This is an optimization exercise on Yosys and OpenROAD, whose aim is small area and a short achievable clock period, not a production implementation. Only simulation tests tie the RTL to the original design; equivalence was not proved.

==> pepper: inputs <==
==> flow/design.v <==
package led_matrix_pkg;
	localparam int LATCH_BITS  = 769;      
	localparam int GS_CHANNELS = 48;       
	localparam int GS_BITS     = 16;       
endpackage
module led_matrix_top #(
	parameter int NUM_LINES   = 4,
	parameter int NUM_DRIVERS = 2
) (
	input  logic                          CLK,
	input  logic                          reset,
	input  logic                          pix_we,
	input  logic [5:0]                    pix_line,
	input  logic [2:0]                    pix_driver,
	input  logic [5:0]                    pix_channel,
	input  logic [15:0]                   pix_value,
	input  logic [55:0]                   ctrl_cfg,
	input  logic                          frame_start,
	output logic [NUM_LINES-1:0]          sdo,
	output logic                          sclk,
	output logic                          lat,
	output logic                          busy
);
	localparam int CH  = led_matrix_pkg::GS_CHANNELS;
	localparam int NW  = NUM_DRIVERS * CH;            
	localparam int TOP = led_matrix_pkg::LATCH_BITS - 1;
	logic       setup_q, low_q;
	logic       nhi_q, nlt_q, nbz_q;
	logic       drv_q;       
	logic       ctrl_q;      
	logic       sel_q;       
	logic       last_q;      
	logic [3:0] b_q;         
	logic [9:0] nx_q;        
	logic [4:0] m21_q;       
	wire hi = !nhi_q;
	wire lt = !nlt_q;
	wire bz = !nbz_q;
	logic setup_d, low_d, hi_d, lt_d, bz_d;
	always_comb begin
		if (reset) begin
			setup_d = 1'b1;
			low_d   = 1'b0;
			hi_d    = 1'b0;
			lt_d    = 1'b0;
			bz_d    = 1'b1;
		end else begin
			setup_d = (!bz && frame_start) || (hi && last_q && drv_q);
			low_d   = setup_q || (hi && !last_q);
			hi_d    = low_q;
			lt_d    = hi && last_q && !drv_q;
			bz_d    = bz ? !lt : frame_start;
		end
	end
	always_ff @(posedge CLK) begin
		setup_q <= setup_d;
		low_q   <= low_d;
		nhi_q   <= !hi_d;
		nlt_q   <= !lt_d;
		nbz_q   <= !bz_d;
		sclk    <= hi_d;
		lat     <= lt_d;
		busy    <= bz_d;
	end
	always_ff @(posedge CLK) begin
		if (reset) begin
			ctrl_q <= 1'b1;
			drv_q  <= 1'b1;
		end else begin
			if (lt)
				ctrl_q <= 1'b0;
			if (!bz)
				drv_q <= 1'b1;
			else if (hi && last_q)
				drv_q <= 1'b0;
		end
	end
	always_ff @(posedge CLK) begin
		if (setup_q) begin
			sel_q  <= 1'b1;
			last_q <= 1'b0;
			b_q    <= 4'(TOP);
			nx_q   <= 10'(TOP - 1);
			m21_q  <= 5'((TOP - 1) % 21);
		end else if (hi) begin
			sel_q  <= 1'b0;
			last_q <= (nx_q == '0);
			b_q    <= nx_q[3:0];
			nx_q   <= nx_q - 1'b1;
			m21_q  <= (m21_q == 5'd0) ? 5'd20 : m21_q - 1'b1;
		end
	end
	logic [NUM_LINES-1:0] wle_q, wlh_q;
	logic                 wd_q;
	logic [5:0]           wc_q;
	logic [15:0]          wv_q;
	always_ff @(posedge CLK) begin
		for (int l = 0; l < NUM_LINES; l++) begin
			wle_q[l] <= pix_we && (pix_line == 6'(l)) && (pix_driver[2:1] == '0);
			wlh_q[l] <= !(pix_we && (pix_line == 6'(l)) && (pix_driver[2:1] == '0));
		end
		wd_q <= pix_driver[0];
		wc_q <= pix_channel;
		wv_q <= pix_value;
	end
	logic [NUM_LINES*NW*16-1:0] mem;
	logic [NW-1:0] wsel;    
	logic [NW-1:0] rsel;    
	for (genvar w = 0; w < NW; w++) begin : g_wsel
		assign wsel[w] = (wd_q == 1'(w / CH)) && (wc_q == 6'(w % CH));
		assign rsel[w] = (drv_q == 1'(w / CH)) && (nx_q[9:4] == 6'(w % CH));
	end
	for (genvar l = 0; l < NUM_LINES; l++) begin : g_line
		for (genvar w = 0; w < NW; w++) begin : g_word
			wire ld = wle_q[l] && wsel[w];
			wire hd = wlh_q[l] || !wsel[w];
			always_ff @(posedge CLK)
				mem[(l*NW+w)*16 +: 16] <= ({16{ld}} & wv_q) | ({16{hd}} & mem[(l*NW+w)*16 +: 16]);
		end
	end
	logic [20:0] dc_grp;
	logic [34:0] misc;
	logic        cbit_q;
	assign dc_grp = {ctrl_cfg[41:35], ctrl_cfg[48:42], ctrl_cfg[55:49]};
	assign misc   = {ctrl_cfg[0], ctrl_cfg[1], ctrl_cfg[2], ctrl_cfg[3], ctrl_cfg[4],
	                 ctrl_cfg[11:5], ctrl_cfg[18:12], ctrl_cfg[25:19],
	                 ctrl_cfg[28:26], ctrl_cfg[31:29], ctrl_cfg[34:32]};
	always_ff @(posedge CLK) begin
		logic [9:0] off;
		off = nx_q - 10'd336;
		if (nx_q < 10'd336)
			cbit_q <= dc_grp[m21_q];
		else if (nx_q < 10'd371)
			cbit_q <= misc[off[5:0]];
		else
			cbit_q <= 1'b0;
	end
	logic [NUM_LINES*16-1:0] rw_q;
	for (genvar l = 0; l < NUM_LINES; l++) begin : g_rd
		for (genvar b = 0; b < 16; b++) begin : g_rb
			logic [NW-1:0] col;
			for (genvar w = 0; w < NW; w++) begin : g_rw
				assign col[w] = rsel[w] & mem[(l*NW+w)*16 + b];
			end
			always_ff @(posedge CLK)
				rw_q[l*16 + b] <= |col;
		end
		always_ff @(posedge CLK)
			sdo[l] <= sel_q ? ctrl_q : (ctrl_q ? cbit_q : rw_q[l*16 + b_q]);
	end
endmodule
==> flow/flow/run.sh <==
#!/bin/bash
# The standard layout (standard.sh) with two changes:
#  - port buffers are buf_4 cells instead of the default pick
#  - after placement, timing repair aims for a setup margin, so the
#    critical paths are sized for the period the design can reach
set -euo pipefail
PORTBUF="BUFFER_PORTS_ARGS=-buffer_cell sky130_fd_sc_hd__buf_4"
bash standard.sh "$PORTBUF" place > run_place.log 2>&1
bash standard.sh "$PORTBUF" SETUP_SLACK_MARGIN=11.6 finish > run_finish.log 2>&1
==> flow/standard.sh <==
#!/bin/bash
# synth_recipe.tcl (not shown) runs the flow's synth.tcl, then flattens the netlist and writes it again
# the make line also repeats each setting of config.mk as NAME=value (left out here)
make -C /OpenROAD-flow-scripts/flow DESIGN_CONFIG=/design/flow/config.mk WORK_HOME=/design/flow/orfs CLKGATE_MAP_FILE= SYNTH_SCRIPT=/design/flow/synth_recipe.tcl "${@:-finish}"
==> flow/config.mk <==
export PLATFORM = sky130hd
export DESIGN_NAME = led_matrix_top
export DESIGN_NICKNAME = led_matrix_top
export VERILOG_FILES = /design/flow/design.v
export SDC_FILE = /design/flow/constraint.sdc
export NUM_CORES = 4
export LEC_CHECK = 0
export CAP_MARGIN = 20
export CORE_MARGIN = 2
export CORE_UTILIZATION = 70
export CTS_CLUSTER_DIAMETER = 70
export CTS_CLUSTER_SIZE = 25
export PLACE_DENSITY = 0.8
export SLEW_MARGIN = 20
export SYNTH_MEMORY_MAX_BITS = 16384
==> flow/constraint.sdc <==
create_clock -name core_clock -period 16.0 [get_ports {CLK}]
set_input_delay 3.2000 -clock core_clock [delete_from_list [all_inputs] [get_ports {CLK}]]
set_output_delay 3.2000 -clock core_clock [all_outputs]
set_load 0.01 [all_outputs]
==> sierra (differences from pepper) <==
--- a/flow/design.v
+++ b/flow/design.v
@@ -91,30 +91,31 @@
 		end
 	end
-	logic [NUM_LINES-1:0] wle_q, wlh_q;
-	logic                 wd_q;
-	logic [5:0]           wc_q;
-	logic [15:0]          wv_q;
+	logic [NUM_LINES*NUM_DRIVERS-1:0] wle_q;
+	logic [5:0]  wca_q;     
+	logic [7:0]  wcb_q;     
+	logic [15:0] wv_q;
 	always_ff @(posedge CLK) begin
-		for (int l = 0; l < NUM_LINES; l++) begin
-			wle_q[l] <= pix_we && (pix_line == 6'(l)) && (pix_driver[2:1] == '0);
-			wlh_q[l] <= !(pix_we && (pix_line == 6'(l)) && (pix_driver[2:1] == '0));
-		end
-		wd_q <= pix_driver[0];
-		wc_q <= pix_channel;
+		for (int l = 0; l < NUM_LINES; l++)
+			for (int d = 0; d < NUM_DRIVERS; d++)
+				wle_q[l*NUM_DRIVERS+d] <= pix_we && (pix_line == 6'(l)) && (pix_driver == 3'(d));
+		for (int a = 0; a < 6; a++)
+			wca_q[a] <= (pix_channel[5:3] == 3'(a));
+		for (int b = 0; b < 8; b++)
+			wcb_q[b] <= (pix_channel[2:0] == 3'(b));
 		wv_q <= pix_value;
 	end
 	logic [NUM_LINES*NW*16-1:0] mem;
-	logic [NW-1:0] wsel;    
 	logic [NW-1:0] rsel;    
-	for (genvar w = 0; w < NW; w++) begin : g_wsel
-		assign wsel[w] = (wd_q == 1'(w / CH)) && (wc_q == 6'(w % CH));
+	for (genvar w = 0; w < NW; w++) begin : g_rsel
 		assign rsel[w] = (drv_q == 1'(w / CH)) && (nx_q[9:4] == 6'(w % CH));
 	end
 	for (genvar l = 0; l < NUM_LINES; l++) begin : g_line
 		for (genvar w = 0; w < NW; w++) begin : g_word
-			wire ld = wle_q[l] && wsel[w];
-			wire hd = wlh_q[l] || !wsel[w];
+			localparam int E = l * NUM_DRIVERS + w / CH;
+			localparam int A = (w % CH) / 8;
+			localparam int B = (w % CH) % 8;
 			always_ff @(posedge CLK)
-				mem[(l*NW+w)*16 +: 16] <= ({16{ld}} & wv_q) | ({16{hd}} & mem[(l*NW+w)*16 +: 16]);
+				if (wle_q[E] && wca_q[A] && wcb_q[B])
+					mem[(l*NW+w)*16 +: 16] <= wv_q;
 		end
 	end
--- a/flow/config.mk
+++ b/flow/config.mk
@@ -8,8 +8,8 @@
 export CAP_MARGIN = 20
 export CORE_MARGIN = 2
-export CORE_UTILIZATION = 70
+export CORE_UTILIZATION = 40
 export CTS_CLUSTER_DIAMETER = 70
 export CTS_CLUSTER_SIZE = 25
-export PLACE_DENSITY = 0.8
+export PLACE_DENSITY = 0.55
 export SLEW_MARGIN = 20
 export SYNTH_MEMORY_MAX_BITS = 16384
==> impl_metrics.py <==
metrics = {
    "status": {
        "outcome": "timing/DRC/antenna clean",
    },
    "grt": {
        "gr-usage-met3": 0.204,
    },
    "synth": {
        "synth_area_mm2": 0.229,
        "synth_top_area_cell": "edfxtp_1",
    },
}
The numbers above come from sierra.

==> impl_metrics.py <==
metrics = {
    "status": {
        "outcome": "did not finish",
        "stop_stage": "global routing (5_1_grt)",
        "stop_error": "[ERROR GRT-0116] Global routing finished with congestion. Check the congestion regions in the DRC Viewer.",
    },
    "grt": {
        "gr-usage-met3": 0.851,
    },
    "synth": {
        "synth_area_mm2": 0.232,
        "synth_top_area_cell": "dfxtp_1",
    },
    "place": {
        "port_buffers": 97,
    },
}
The numbers above come from pepper.

==> afterwards: timing with drivers on the ports <==
The flow's constraints put no driver on any port. The routed layout listed below was extracted and timed again, unchanged, in two steps. Step 1 sets driving cells, clkbuf_16 on the clock port and buf_2 on the other inputs (assumed; they add their load-dependent delay and slew). Step 2 adds t to the input delays and takes it off the output delays; t is the mean of the earliest and latest rising clock arrival at the registers after step 1. Input paths then give back, and output paths get back, about the clock's delay inside the block. Three values: ideal, step 1, step 2; two values: the first two.
run: sierra
t, ns: 1.180
setup WS [ns]: 11.228 / 11.112 / 11.154
worst setup path at the end: input to register
latest minus earliest clock arrival (ns): 0.168 / 0.168
pins driven straight from the clock port: 1
After both steps sierra still meets setup and hold. For sierra, drivers alone change the setup slack by -0.116 ns; drivers and shift together by -0.074 ns.
